This is an optimization exercise on Yosys and OpenROAD, whose aim is small area, a short achievable clock period and few clock cycles per item, not a production implementation. Only simulation tests tie the RTL to the original design; equivalence was not proved.

--- flow/config.mk ---
export PLATFORM = sky130hd
export DESIGN_NAME = acc_top
export DESIGN_NICKNAME = acc_top
export VERILOG_FILES = /design/flow/design.v
export SDC_FILE = /design/flow/constraint.sdc
export NUM_CORES = 4
export LEC_CHECK = 0
export CAP_MARGIN = 20
export CORE_MARGIN = 2
export CORE_UTILIZATION = 40
export CTS_BUF_LIST = sky130_fd_sc_hd__clkbuf_4
export CTS_CLUSTER_SIZE = 30
export SLEW_MARGIN = 20
--- flow/constraint.sdc ---
create_clock -name core_clock -period 12.5 [get_ports {clk}]
set_input_delay 2.5000 -clock core_clock [delete_from_list [all_inputs] [get_ports {clk}]]
set_output_delay 2.5000 -clock core_clock [all_outputs]
set_load 0.01 [all_outputs]
--- flow/design.v ---
package acc_pkg;
  typedef union packed {
    logic [4*8-1:0]    word;
    logic [3:0][8-1:0] pix;   
  } pixel_word_t;
  typedef logic [1:0] slot_t;
  typedef logic [$clog2((16 / 4))-1:0] word_idx_t;
  typedef logic [2:0][5:0][8-1:0] window_t;
endpackage
`timescale 1ns/1ps
module acc_control (
  input  logic        clk,
  input  logic        reset,
  input  logic        start,
  output logic [15:0] addr,
  output logic        en,
  output logic        we,
  output logic        finish,
  output logic        sel_lo,
  output logic        sel_rep,
  output logic        dup,
  output logic        kfirst,
  output logic        klast
);
  logic       busy;
  logic       en_q, we_q, fin_q;
  logic [4:0] addr_q;
  logic [6:0] cnt;        
  logic [6:0] nxt;
  logic       kf_q, kl_q;
  assign addr   = {10'd0, we_q, addr_q};
  assign en     = en_q;
  assign we     = we_q;
  assign finish = fin_q;
  assign nxt    = cnt + 7'd1;
  assign sel_lo  = cnt[0];                       
  assign sel_rep = (cnt >= 7'd65);               
  assign dup     = (cnt >= 7'd1) && (cnt <= 7'd8);
  assign kfirst = kf_q;
  assign klast  = kl_q;
  always_ff @(posedge clk or posedge reset) begin
    if (reset) begin
      busy   <= 1'b0;
      en_q   <= 1'b0;
      we_q   <= 1'b0;
      fin_q  <= 1'b0;
      addr_q <= '0;
      cnt    <= '0;
      kf_q   <= 1'b0;
      kl_q   <= 1'b0;
    end else begin
      kf_q <= (nxt[2:0] == 3'd4);
      kl_q <= (nxt[2:0] == 3'd3);
      if (!busy) begin
        if (fin_q) begin
          if (!start) fin_q <= 1'b0;
        end else if (start) begin
          busy   <= 1'b1;
          en_q   <= 1'b1;
          we_q   <= 1'b0;
          addr_q <= '0;
          cnt    <= '0;
        end
      end else begin
        cnt <= nxt;
        if (cnt == 7'd77) begin
          busy  <= 1'b0;
          en_q  <= 1'b0;
          we_q  <= 1'b0;
          fin_q <= 1'b1;
        end else if (!nxt[0]) begin
          en_q   <= (nxt <= 7'd62);
          we_q   <= 1'b0;
          addr_q <= nxt[5:1];
        end else begin
          en_q   <= (nxt >= 7'd15);
          we_q   <= 1'b1;
          addr_q <= 5'(cnt[6:1] - 6'd7);
        end
      end
    end
  end
endmodule
`timescale 1ns/1ps
module line_buffer (
  input  logic        clk,
  input  logic        sel_lo,
  input  logic        sel_rep,
  input  logic        dup,
  input  logic [31:0] dataR,
  output logic [15:0] bot,
  output logic [15:0] mid,
  output logic [15:0] top
);
  logic [15:0] stage;
  logic [15:0] h [0:16];
  logic [15:0] din;
  always_comb begin
    if (sel_rep)     din = h[7];
    else if (sel_lo) din = dataR[15:0];
    else             din = stage;
  end
  always_ff @(posedge clk) begin
    stage <= dataR[31:16];
    h[0]  <= din;
    for (int i = 1; i < 17; i++) h[i] <= h[i-1];
    if (dup) h[8] <= din;
  end
  assign bot = h[0];
  assign mid = h[8];
  assign top = h[16];
endmodule
`timescale 1ns/1ps
module sobel_unit (
  input  logic        clk,
  input  logic        kfirst,   
  input  logic        klast,    
  input  logic [15:0] bot,
  input  logic [15:0] mid,
  input  logic [15:0] top,
  output logic [15:0] result
);
  logic [37:0] v_d, v1, v2;
  logic [18:0] v3;
  logic [2*10-1:0] ax_d, ay_d, ax_q, ay_q;   
  always_comb begin
    for (int j = 0; j < 2; j++) begin
      logic [9:0] vs;
      logic [8:0] vd;
      vs = {2'b00, top[8*j +: 8]} + {1'b0, mid[8*j +: 8], 1'b0} + {2'b00, bot[8*j +: 8]};
      vd = {1'b0, top[8*j +: 8]} - {1'b0, bot[8*j +: 8]};
      v_d[19*j +: 19] = {vd, vs};
    end
  end
  always_ff @(posedge clk) begin
    v1 <= v_d;          
    v2 <= v1;           
    v3 <= v2[37:19];    
  end
  always_comb begin
    logic [18:0]        col [0:3];
    logic signed [10:0] gx, gy;
    col[0] = kfirst ? v2[18:0] : v3;
    col[1] = v2[18:0];
    col[2] = v2[37:19];
    col[3] = klast ? v2[37:19] : v1[18:0];
    for (int c = 0; c < 2; c++) begin
      gx = $signed({1'b0, col[c + 2][9:0]}) - $signed({1'b0, col[c][9:0]});
      gy = 11'($signed(col[c][18:10])) + 11'($signed(col[c + 2][18:10]))
         + (11'($signed(col[c + 1][18:10])) <<< 1);
      ax_d[10*c +: 10] = {gx[10:8] != {3{gx[10]}}, gx[10], gx[7:0] ^ {8{gx[10]}}};
      ay_d[10*c +: 10] = {gy[10:8] != {3{gy[10]}}, gy[10], gy[7:0] ^ {8{gy[10]}}};
    end
  end
  always_ff @(posedge clk) begin
    ax_q <= ax_d;
    ay_q <= ay_d;
  end
  always_comb begin
    logic [9:0] sum;
    for (int c = 0; c < 2; c++) begin
      sum = {2'b00, ax_q[10*c +: 8]} + {2'b00, ay_q[10*c +: 8]}
          + {9'd0, ax_q[10*c + 8]} + {9'd0, ay_q[10*c + 8]};
      result[8*c +: 8] = (ax_q[10*c + 9] || ay_q[10*c + 9] || sum[9:8] != 2'b00)
                       ? 8'hFF : sum[7:0];
    end
  end
endmodule
`timescale 1ns/1ps
module acc_top (
  input  logic        clk,
  input  logic        reset,
  input  logic        start,
  output logic [15:0] addr,
  output logic        en,
  output logic        we,
  input  logic [31:0] dataR,
  output logic [31:0] dataW,
  output logic        finish
);
  logic        sel_lo;      
  logic        sel_rep;     
  logic        dup;         
  logic        kfirst;      
  logic        klast;       
  logic [15:0] bot, mid, top;   
  logic [15:0] result;
  acc_control u_control (
    .clk     (clk),
    .reset   (reset),
    .start   (start),
    .addr    (addr),
    .en      (en),
    .we      (we),
    .finish  (finish),
    .sel_lo  (sel_lo),
    .sel_rep (sel_rep),
    .dup     (dup),
    .kfirst  (kfirst),
    .klast   (klast)
  );
  line_buffer u_line_buffer (
    .clk     (clk),
    .sel_lo  (sel_lo),
    .sel_rep (sel_rep),
    .dup     (dup),
    .dataR   (dataR),
    .bot     (bot),
    .mid     (mid),
    .top     (top)
  );
  sobel_unit u_sobel (
    .clk    (clk),
    .kfirst (kfirst),
    .klast  (klast),
    .bot    (bot),
    .mid    (mid),
    .top    (top),
    .result (result)
  );
  logic [15:0] hold;
  always_ff @(posedge clk) begin
    hold  <= result;
    dataW <= {result, hold};
  end
endmodule
--- flow/run.sh ---
#!/bin/bash
# synth_recipe.tcl (not shown) runs the flow's synth.tcl, then flattens the netlist and writes it again
# the make line also repeats each setting of config.mk as NAME=value (left out here)
make -C /OpenROAD-flow-scripts/flow DESIGN_CONFIG=/design/flow/config.mk WORK_HOME=/design/flow/orfs CLKGATE_MAP_FILE= SYNTH_SCRIPT=/design/flow/synth_recipe.tcl finish
==> impl_results.md, run 1 <==
- Status: timing/DRC/antenna clean
- Final cell count without fillers: 2092
- Register area share after synthesis: 0.584
- Nets: between 1500 and 2000
- RSZ-0062 raised after global routing: no
- Vias: 9580
- Yosys top cell by area: dfxtp_1
- Period utilization: 0.337
- Mux cell area share after synthesis: 0.0506
- Slew headroom: 0.304
- CP arrival: 1.71 ns
- Async set-reset flop share out of synthesis: 0.0385
- Crit path kind: register to output pin
- Largest family of logic cells by synthesized area: adder cells
- Worst Tran Pin Value: around 1.0 ns
- DIE HEIGHT: slightly above 200 um
- Crit-path max FO: 4
- Compound-Gate Fraction of Synth Area: 0.0902
- Final setup violation count: 0
- Root buf cell: clkbuf_4
- Antenna Nets Post-Route: 0
- Max-cap violations: 0
- Top_reg_cell synth: dfxtp_1
- Initial antenna violation count: 3
- Adder-Cell Fraction of Synth Area: 0.132
- Fillers: approximately 3700
- Worst endpoint required time: ~10 ns
- Flops & latches, synth: approximately 470
- Latest clock arrival within the worst-skew pair: 0.78 ns
- Commonest cells post-synth: dfxtp_1 (450), ha_1 (101), xnor2_1 (75)
- Min cycle time layout: 4.21 ns
- Final Hold Vio Count: 0
- Initial core utilization: 0.407
- 1st-iter DRT viols: 265
- CP top delay family: buffers and inverters
- Setup WS pre-CTS: 8.46 ns
- Clock transition at path regs: around 0.07 ns
- Cell with the most instances after synthesis: dfxtp_1
- IO Port Bufs: 75
- Number of global-route vias before repair: about 9700
- Post-CTS Setup Bufs: 0
- Final HPWL DP: between 15 and 20 mm
- # rows: between 70 and 80
- Crit end category: output pin
- CP Launch Type: register
- Yosys cell types: slightly below 70
- Worst path max stage delay: approximately 0.55 ns
- Yosys warns: 6
- CP Buf/Inv Count: 1
- Worst min path class: register to register
- Max H-tree Level: 3
- Post-synthesis simple-gate area fraction: 0.0633
- GPL Wtd Cong: around 0.83
- Post-Synth XOR/XNOR Area: 0.0524
- Largest net degree at the start of global routing: 31
- Max clock buf depth: 3
- Die width: between 200 and 250 um
- Mapped Cells: approximately 1300
- Final setup margin: around 8.3 ns
- Synthesized cell area: approximately 16000 um2
- WL final: approximately 27 mm
- Fmax: approximately 0.24 GHz
- Clk sink count: 468
- Max-slew violations: 0
- Layout Skew: about 0.054 ns
- Share of layout cells above drive strength 1: 0.147
- Ranking of synthesized cells by area: dfxtp_1 (56%), ha_1 (7.8%), fa_1 (5.4%), xnor2_1 (4.1%), mux2_2 (3.0%)
- Wire per inst: between 10 and 15 um
- Vias per inst: 4.58
- Hold Buf Count CTS: 0
- 1st-pass router iterations: 5
- Sequence of cells on the critical path: clkdlybuf4s50_1
- Top Ports: 86
- DIE AREA: between 40000 and 50000 um2
- Number of flops mapped to enable cells by yosys: 0
- Slowest-stage cell, CP: clkdlybuf4s50_1
- Post_cts resized: 0
- Setup TNS: 0 ns
- Layout area overhead: 16.5%
- Cts bufs inserted: 110
- # DRC: 0
- Tot GR Track Use: 0.135
- CTS tree: done
- Remaining Overflow, GRT: 0
- Avg Cell Area, Syn: approximately 12 um2
- Dpl cells: 1897
- Core area: between 30000 and 40000 um2
- Post-synth top area share: 0.556
- Global-route wire length before repair: around 45 mm
## path summary, 6_finish.rpt
kind | startpoint | to | slack (ns) | depth (start not counted)
worst min register to register | u_line_buffer.h[9][8]$_DFF_P_ | u_line_buffer.h[10][8]$_DFF_P_ | 0.29 | 0
max in group asynchronous | reset | u_control.cnt[6]$_DFFE_PP0P_ | 9.82 | 2
worst max register to register | u_control.kf_q$_DFF_PP0_ | u_sobel.ay_q[7]$_DFF_P_ | 8.46 | 10
worst max-delay path | u_control.fin_q$_DFFE_PP0P_ | finish | 8.29 | 1
min in group asynchronous | reset | u_control.busy$_DFF_PP0_ | 2.17 | 2
worst min-delay path | u_line_buffer.h[9][8]$_DFF_P_ | u_line_buffer.h[10][8]$_DFF_P_ | 0.29 | 0
## worst reg2reg max path, cell delays in order (launching register included)
cell and delay [ns]:
dfrtp_1 0.92, mux2_2 0.44, fa_1 0.49, ha_1 0.31, a21oi_1 0.07, o21ai_0 0.34, a211o_1 0.20, a21oi_1 0.07
xnor2_1 0.63, inv_1 0.25, xnor2_1 0.19
## cell usage in the layout (no fill, tap or decap), drive strengths merged, types with 4 or more instances in the layout
cell type	count
nor2	65
and2	4
or2	4
clkbuf	160
nand2b	15
conb	10
xnor2	76
xor2	20
clkdlybuf4s50	75
nor3	8
a22o	5
nor2b	14
nand3b	4
a21oi	61
o31a	7
o21a	20
nand4	5
mux2	44
ha	101
fa	44
o21ai	54
nor4	6
nand3	15
a31oi	7
a211o	4
a21o	20
nand2	43
inv	75
o31ai	5
diode	4
a21boi	6
or3	5
dfxtp	450
clkinv	27
mux2i	32
dfrtp	18
a211oi	7
## area by class of cell
type | count | area (um2) | share of cell area
Sequential cell | 468 | 9460 | 0.501
Multi-Input combinational cell | 755 | 6340 | 0.336
Clock buffer | 160 | 1200 | 0.0637
Timing Repair Buffer | 77 | 766 | 0.0406
Tap cell | 525 | 657 | 0.0348
Inverter | 72 | 270 | 0.0143
Clock inverter | 31 | 166 | 0.00882
Antenna cell | 4 | 10.0 | 0.000530
## cell families after synthesis
family / Yosys count
multiplexers: 76
other: 1
AO/OA/AOI/OAI: 224
flip-flops: 468
buffers and inverters: 105
AND/OR/NAND/NOR: 204
XOR/XNOR: 96
adder cells (fa/ha/maj): 145
## through the flow
stage | utilization | hold WS, ns | cell area [um2]
2_1_floorplan | - | 0.310 | 16200
3_3_place_gp | 0.439 | 0.310 | 17500
3_5_place_dp | 0.439 | 0.312 | 17500
4_1_cts | 0.474 | 0.294 | 18900
5_1_grt | 0.474 | 0.303 | 18900
6_report | 0.474 | 0.289 | 18900
## state kept, by name, summed over array words and instances (netlist names)
name,count
u_sobel.v1,36
u_sobel.ax_q,20
u_line_buffer.h,272
hold,15
u_line_buffer.stage,16
u_control.cnt,7
u_sobel.ay_q,20
u_control.we_q,1
u_control.busy,1
u_sobel.v3,18
u_control.addr_q,5
u_control.en_q,1
u_control.kl_q,1
dataW,17
u_control.fin_q,1
u_control.kf_q,1
u_sobel.v2,36
## per-layer routing
metal	up-vias	GRT usage	wire, um
met2	198	0.219	12200
met1	4438	0.167	12700
met4	2	0.0635	795
met5	-	0	12
met3	74	0.0364	1150
li1	4868	-	-
Testbench counts, summed over its fixed seeds: cycles 10,480, images 128.
==> inputs of run 2 (changes only) <==
--- a/flow/config.mk
+++ b/flow/config.mk
@@ -8,6 +8,4 @@
 export CAP_MARGIN = 20
 export CORE_MARGIN = 2
 export CORE_UTILIZATION = 40
-export CTS_BUF_LIST = sky130_fd_sc_hd__clkbuf_4
-export CTS_CLUSTER_SIZE = 30
 export SLEW_MARGIN = 20
==> run 2 against run 1 <==
Against the previous run: still clean; clock skew fell by 0.0091 ns; synthesized cell count is the same; first-iteration DRC count grew 1.5%; critical endpoint is now u_sobel.ay_q[7]$_DFF_P_.
==> impl_results.md, run 2 <==
- Status: timing/DRC/antenna clean
- Max H-tree Level: 2 (-1)
- WL final: 26.4 mm (-1.7%)
- Worst Tran Pin Value: 1.03 ns (-0.00842 ns)
- Number of flops mapped to enable cells by yosys: 0 (unchanged)
- Ranking of synthesized cells by area: dfxtp_1 (56%), ha_1 (7.8%), fa_1 (5.4%), xnor2_1 (4.1%), mux2_2 (3.0%)
- Vias per inst: 4.63 (+1.1%)
- # DRC: 0 (unchanged)
- CP Launch Type: register
- Yosys cell types: 69 (unchanged)
- CP top delay family: flip-flops
- Final setup violation count: 0 (unchanged)
- Most frequent cells in the layout: dfxtp_1 (450), ha_1 (101), xnor2_1 (75), clkdlybuf4s50_1 (75), inv_1 (71)
- Core area: 39800 um2 (unchanged)
- Fmax: 0.249 GHz (+4.9%)
- Async set-reset flop share out of synthesis: 0.0385 (unchanged)
- Footprint of the multi-input gates: 6340 um2 (unchanged)
- WHS: 0.301 ns (+0.0112 ns)
- Top Ports: 86 (unchanged)
- Final HPWL DP: 19.4 mm (unchanged)
- CP Buf/Inv Count: 1 (unchanged)
- Remaining Overflow, GRT: 0 (unchanged)
- Vias: 9175 (-4.2%)
- Post-DP Area: 17500 um2 (unchanged)
- Nets: 1600 (-3.8%)
- Post-synth top area share: 0.556 (unchanged)
- Layout area overhead: 17.8%
- Met2 WL: 12.0 mm (-2.3%)
- CTS tree: done
- Largest net degree at the start of global routing: 31 (unchanged)
- Flops & latches, synth: 468 (unchanged)
- Hold Buf Count CTS: 0 (unchanged)
- Root buf cell: clkbuf_16
- Clk sink count: 468 (unchanged)
- Layout Skew: 0.0444 ns (-0.00912 ns)
- DIE AREA: 42100 um2 (unchanged)
- Worst min path class: register to register
- Max-cap violations: 0 (unchanged)
- Crit-path max FO: 18 (+14)
- Final core occ: 0.479 (+0.00537)
- Sequence of cells on the critical path: mux2_2 -> fa_1 -> ha_1 -> a21oi_1 -> o21ai_0 -> a211o_1 -> a21oi_1 -> xnor2_1 -> inv_1 -> xnor2_1
- Worst endpoint required time: 12.97 ns (+2.97 ns)
- Die width: 205 um (unchanged)
- Post-Layout Inst Area: 19100 um2 (+1.1%)
- Final Hold Vio Count: 0 (unchanged)
- Worst path max stage delay: 0.92 ns (+0.37 ns)
- Slowest-stage cell, CP: dfrtp_1
- Final cell count without fillers: 1982 (-5.3%)
- Crit path kind: register to register
- Max clock buf depth: 3 (unchanged)
- GPL Wtd Cong: 0.830 (unchanged)
- Cts bufs inserted: 46 (-58%)
- Slew headroom: 0.310 (+0.00563)
- Synthesized cell area: 16200 um2 (unchanged)
- Fillers: 3624 (-3.2%)
- Initial core utilization: 0.407 (unchanged)
- Period utilization: 0.321 (-0.0157)
- Mapped Cells: 1319 (unchanged)
- Register Area: 9460 um2 (unchanged)
- Uppermost layer routed: met4
- RSZ-0062 raised after global routing: no
- Tot GR Track Use: 0.132 (-0.00305)
- Crit end category: register
- Initial antenna violation count: 0 (-3)
- Setup TNS: 0 ns (unchanged)
- CP arrival: 4.48 ns (+2.77 ns)
- Latest clock arrival within the worst-skew pair: 0.58 ns (-0.20 ns)
- Cell with the most instances after synthesis: dfxtp_1
- Biggest register: u_line_buffer.h
- IO Port Bufs: 75 (unchanged)
- Top_reg_cell synth: dfxtp_1
- Share of layout cells above drive strength 1: 0.0927 (-0.0545)
- 1st-pass router iterations: 6 (+1)
- 1st-iter DRT viols: 269 (+1.5%)
- DIE HEIGHT: 205 um (unchanged)
- # rows: 73 (unchanged)
- Met3 wire length: 1.15 mm (+0.26%)
- Wl on met1: 12.8 mm (+1.0%)
- Number of global-route vias before repair: 9162 (-5.8%)
- Yosys top cell by area: dfxtp_1
- Antenna Nets Post-Route: 0 (unchanged)
- Antenna Cells: 0 (-4)
- Dpl cells: 1897 (unchanged)
- Clock transition at path regs: 0.06 ns (about the same)
- Global-route wire length before repair: 44.4 mm (-2.2%)
- Commonest cells post-synth: dfxtp_1 (450), ha_1 (101), xnor2_1 (75)
- Post_cts resized: 0 (unchanged)
- Register area share after synthesis: 0.584 (unchanged)
- Commonest non-fill, non-tap cell in the layout: dfxtp_1
- Wire per inst: 13.3 um (+3.8%)
- Max reg flops: 272 (unchanged)
- Top flop regs: u_line_buffer.h x272, u_sobel.v1 x36, u_sobel.v2 x36
- Avg Cell Area, Syn: 12.3 um2 (unchanged)
- Yosys warns: 6 (unchanged)
- Post-CTS Setup Bufs: 0 (unchanged)
- Min cycle time layout: 4.01 ns (-0.196 ns)
- Max-slew violations: 0 (unchanged)
[run 2: cell counts after synthesis]
Identical to the previous run, type by type.
[run 2: kinds of logic after synthesis]
kind of cell | after synthesis | share of synthesized area
buf+inv | 105 | 0.0270
xor+xnor | 96 | 0.0524
flops | 468 | 0.584
other cells | 1 | 0.000232
simple gates | 204 | 0.0633
fa+ha+maj | 145 | 0.132
compound gates | 224 | 0.0902
mux | 76 | 0.0506
[run 2: final cells by class]
class,instances,share of cell area
Clock inverter,17,0.0125
Timing Repair Buffer,77,0.0401
Inverter,72,0.0142
Clock buffer,68,0.0709
Sequential cell,468,0.496
Tap cell,525,0.0344
Multi-Input combinational cell,755,0.332
[run 2: layer usage]
metal	up-vias	GRT usage
li1	4672	-
met1	4300	0.172
met2	163	0.217
met3	40	0.0323
met4	0	0.0383
met5	-	0
[run 2: metrics by stage]
step           setup WS, ns
2_1_floorplan          8.63
3_3_place_gp           8.56
3_5_place_dp           8.46
4_1_cts                8.45
5_1_grt                8.24
6_report               8.49
[run 2: worst paths after layout]
kind	slack [ns]	startpoint	cells after the start	to
setup / recovery	8.49	u_control.kf_q$_DFF_PP0_	10	u_sobel.ay_q[7]$_DFF_P_
hold / removal	0.30	u_line_buffer.h[9][10]$_DFF_P_	0	u_line_buffer.h[10][10]$_DFF_P_
setup reg to reg	8.49	u_control.kf_q$_DFF_PP0_	10	u_sobel.ay_q[7]$_DFF_P_
hold reg to reg	0.30	u_line_buffer.h[9][10]$_DFF_P_	0	u_line_buffer.h[10][10]$_DFF_P_
max in group asynchronous	9.60	reset	2	u_control.kf_q$_DFF_PP0_
min in group asynchronous	2.37	reset	2	u_control.addr_q[0]$_DFFE_PP0P_
==> inputs of run 3 (changes only) <==
==> flow/flow/run.sh (new file) <==
#!/bin/bash
# The standard layout, with plain buffers (not delay buffers) on the ports.
set -euo pipefail
bash standard.sh "BUFFER_PORTS_ARGS=-buffer_cell sky130_fd_sc_hd__buf_2" finish > standard_flow.log 2>&1
==> flow/standard.sh (new file) <==
#!/bin/bash
# synth_recipe.tcl (not shown) runs the flow's synth.tcl, then flattens the netlist and writes it again
# the make line also repeats each setting of config.mk as NAME=value (left out here)
make -C /OpenROAD-flow-scripts/flow DESIGN_CONFIG=/design/flow/config.mk WORK_HOME=/design/flow/orfs CLKGATE_MAP_FILE= SYNTH_SCRIPT=/design/flow/synth_recipe.tcl "${@:-finish}"
removed: flow/run.sh
==> run 3 against run 2 <==
Against the previous run: sequential cell count unchanged; clock skew down 0.021 ns; still clean on timing, DRC and antenna; design area fell by 2.4%; setup slack lost 0.020 ns; critical endpoint is now u_sobel.ay_q[3]$_DFF_P_; worst hold slack gained 0.016 ns.
==> impl_results.md, run 3 <==
- Uppermost layer routed: met4
- 1st-iter DRT viols: 353 (+31%)
- # DRC: 0 (unchanged)
- Core area: 39800 um2 (unchanged)
- Top Ports: 86 (unchanged)
- DIE HEIGHT: 205 um (unchanged)
- Max H-tree Level: 2 (unchanged)
- Yosys cell types: 69 (unchanged)
- Cts bufs inserted: 45 (-2.2%)
- Layout area overhead: 15.0%
- Footprint of the multi-input gates: 6340 um2 (unchanged)
- Final setup violation count: 0 (unchanged)
- IO Port Bufs: 75 (unchanged)
- Wire per inst: 13.4 um (+0.18%)
- Latest clock arrival within the worst-skew pair: 0.57 ns (about the same)
- Met2 WL: 11.6 mm (-3.3%)
- Period utilization: 0.323 (+0.00164)
- # rows: 73 (unchanged)
- Setup TNS: 0 ns (unchanged)
- Die width: 205 um (unchanged)
- Max reg flops: 272 (unchanged)
- Biggest register: u_line_buffer.h
- WL final: 26.4 mm (about the same)
- Worst endpoint required time: 12.95 ns (-0.02 ns)
- Wl on met1: 12.9 mm (+0.85%)
- Yosys top cell by area: dfxtp_1
- Commonest cells post-synth: dfxtp_1 (450), ha_1 (101), xnor2_1 (75)
- Async set-reset flop share out of synthesis: 0.0385 (unchanged)
- Vias: 9065 (-1.2%)
- Root buf cell: clkbuf_16
- Final Hold Vio Count: 0 (unchanged)
- Tot GR Track Use: 0.130 (-0.00149)
- GPL Wtd Cong: 0.837 (+0.84%)
- Slew headroom: 0.322 (+0.0124)
- Clock transition at path regs: 0.06 ns (about the same)
- Flops & latches, synth: 468 (unchanged)
- Fillers: 3661 (+1.0%)
- Post_cts resized: 0 (unchanged)
- Post-CTS Setup Bufs: 0 (unchanged)
- Register area share after synthesis: 0.584 (unchanged)
- Cell with the most instances after synthesis: dfxtp_1
- CTS tree: done
- Fmax: 0.248 GHz (-0.51%)
- Largest net degree at the start of global routing: 31 (unchanged)
- Ranking of synthesized cells by area: dfxtp_1 (56%), ha_1 (7.8%), fa_1 (5.4%), xnor2_1 (4.1%), mux2_2 (3.0%)
- Status: timing/DRC/antenna clean
- Worst Tran Pin Value: 1.01 ns (-0.0186 ns)
- Max clock buf depth: 3 (unchanged)
- Worst min path class: register to register
- Max-cap violations: 0 (unchanged)
- Met3 wire length: 1.14 mm (-1.2%)
- 1st-pass router iterations: 4 (-2)
- RSZ-0062 raised after global routing: no
- Initial antenna violation count: 0 (unchanged)
- Synthesized cell area: 16200 um2 (unchanged)
- Global-route wire length before repair: 44.3 mm (about the same)
- Initial core utilization: 0.407 (unchanged)
- Most frequent cells in the layout: dfxtp_1 (450), ha_1 (101), xnor2_1 (75), buf_2 (75), inv_1 (71)
- Vias per inst: 4.58 (-1.0%)
- Commonest non-fill, non-tap cell in the layout: dfxtp_1
- CP Launch Type: register
- Number of global-route vias before repair: 9240 (+0.85%)
- Top_reg_cell synth: dfxtp_1
- Crit path kind: register to register
- Yosys warns: 6 (unchanged)
- Remaining Overflow, GRT: 0 (unchanged)
- Layout Skew: 0.0229 ns (-0.0215 ns)
- Nets: 1599 (-0.063%)
- Antenna Nets Post-Route: 0 (unchanged)
- Clk sink count: 468 (unchanged)
- Top flop regs: u_line_buffer.h x272, u_sobel.v1 x36, u_sobel.v2 x36
- Final HPWL DP: 19.2 mm (-0.77%)
- Antenna Cells: 0 (unchanged)
- Final setup margin: 8.47 ns (-0.0205 ns)
- Post-synth top area share: 0.556 (unchanged)
- Setup WS pre-CTS: 8.45 ns (-0.00914 ns)
- CP arrival: 4.48 ns (about the same)
- Crit end category: register
- Number of flops mapped to enable cells by yosys: 0 (unchanged)
- Max-slew violations: 0 (unchanged)
- Share of layout cells above drive strength 1: 0.143 (+0.0505)
- Register Area: 9460 um2 (unchanged)
- Mapped Cells: 1319 (unchanged)
- DIE AREA: 42100 um2 (unchanged)
- Crit-path max FO: 18 (unchanged)
- Hold Buf Count CTS: 0 (unchanged)
- Min cycle time layout: 4.03 ns (+0.0205 ns)
- Avg Cell Area, Syn: 12.3 um2 (unchanged)
## run 3: cell counts after synthesis
No cell type changed its count.
## run 3: path summary, 6_finish.rpt
path | from | endpoint | slack, ns | depth (start not counted)
worst max register to register | u_control.kf_q$_DFF_PP0_ | u_sobel.ay_q[3]$_DFF_P_ | 8.47 | 10
min in group asynchronous | reset | u_control.addr_q[2]$_DFFE_PP0P_ | 2.09 | 2
worst min register to register | u_line_buffer.h[10][9]$_DFF_P_ | u_line_buffer.h[11][9]$_DFF_P_ | 0.32 | 0
max in group asynchronous | reset | u_control.kl_q$_DFF_PP0_ | 9.88 | 2
worst max-delay path | u_control.kf_q$_DFF_PP0_ | u_sobel.ay_q[3]$_DFF_P_ | 8.47 | 10
worst min-delay path | u_line_buffer.h[10][9]$_DFF_P_ | u_line_buffer.h[11][9]$_DFF_P_ | 0.32 | 0
## run 3: critical path, stage by stage, from the launching register on
cell and delay (ns):
dfrtp_1 0.93, mux2_2 0.43, fa_1 0.50, ha_1 0.31, a21oi_1 0.07, o21ai_0 0.31, a211o_1 0.19, a21oi_1 0.07
xnor2_1 0.65, inv_1 0.26, xnor2_1 0.20
## run 3: cell families (layout without fill, tap and decap cells)
group / Yosys count / after routing / share of synthesized area
DFF: 468 / 468 / 0.584
AOI/OAI and AO/OA: 224 / 224 / 0.0902
and+or+nand+nor: 204 / 204 / 0.0633
adders and majority gates: 145 / 145 / 0.132
buffers and inverters: 105 / 230 / 0.0270
xor gates and xnor gates: 96 / 96 / 0.0524
muxes: 76 / 76 / 0.0506
other: 1 / 10 / 0.000232
## run 3: stage by stage
step | hold WS, ns | utilization | cells | cell area, um2
2_1_floorplan | 0.310 | - | 1328 | 16200
3_3_place_gp | 0.310 | 0.430 | 1897 | 17100
3_5_place_dp | 0.312 | 0.430 | 1897 | 17100
4_1_cts | 0.318 | 0.468 | 1978 | 18600
5_1_grt | 0.325 | 0.468 | 1978 | 18600
6_report | 0.317 | 0.468 | 1978 | 18600
## run 3: layout make-up
type | instances | area share
flip-flops and latches | 468 | 0.508
multi-input cells | 755 | 0.340
clock buffers | 63 | 0.0694
well taps | 525 | 0.0353
repair buffers | 77 | 0.0210
inverters | 72 | 0.0145
clock inverters | 18 | 0.0118
## run 3: routing by layer
layer	vias up	GRT usage
met2	150	0.212
met4	0	0.0514
met3	64	0.0272
met5	-	0
li1	4666	-
met1	4185	0.170

## static timing again, ports no longer ideal
The results above use ideal ports. As a check the final layouts listed here were re-extracted and re-timed, cells and wires unchanged.
Step 1: set_driving_cell puts a clkbuf_16 on clk and a buf_2 on each other input, an assumption about the parent block.
Step 2 adds t to the input delays and takes it off the output delays; t is the mean of the earliest and latest rising clock arrival at the registers after step 1. Input paths then give back, and output paths get back, about the clock's delay inside the block.
a / b / c = ideal ports / drivers / drivers and shift; a / b = the first two.
run	shift t [ns]	slack for setup (ns)	slew at the worst register clock pin (ns)	worst data-port slew with drivers (ns)
run 1	0.804	8.291 / 8.242 / 8.461	0.08 / 0.08	0.04
run 2	0.613	8.487 / 8.442 / 8.487	0.07 / 0.07	0.04
run 3	0.607	8.467 / 8.467 / 8.467	0.06 / 0.06	0.03
After both steps setup and hold are still met in every run listed.
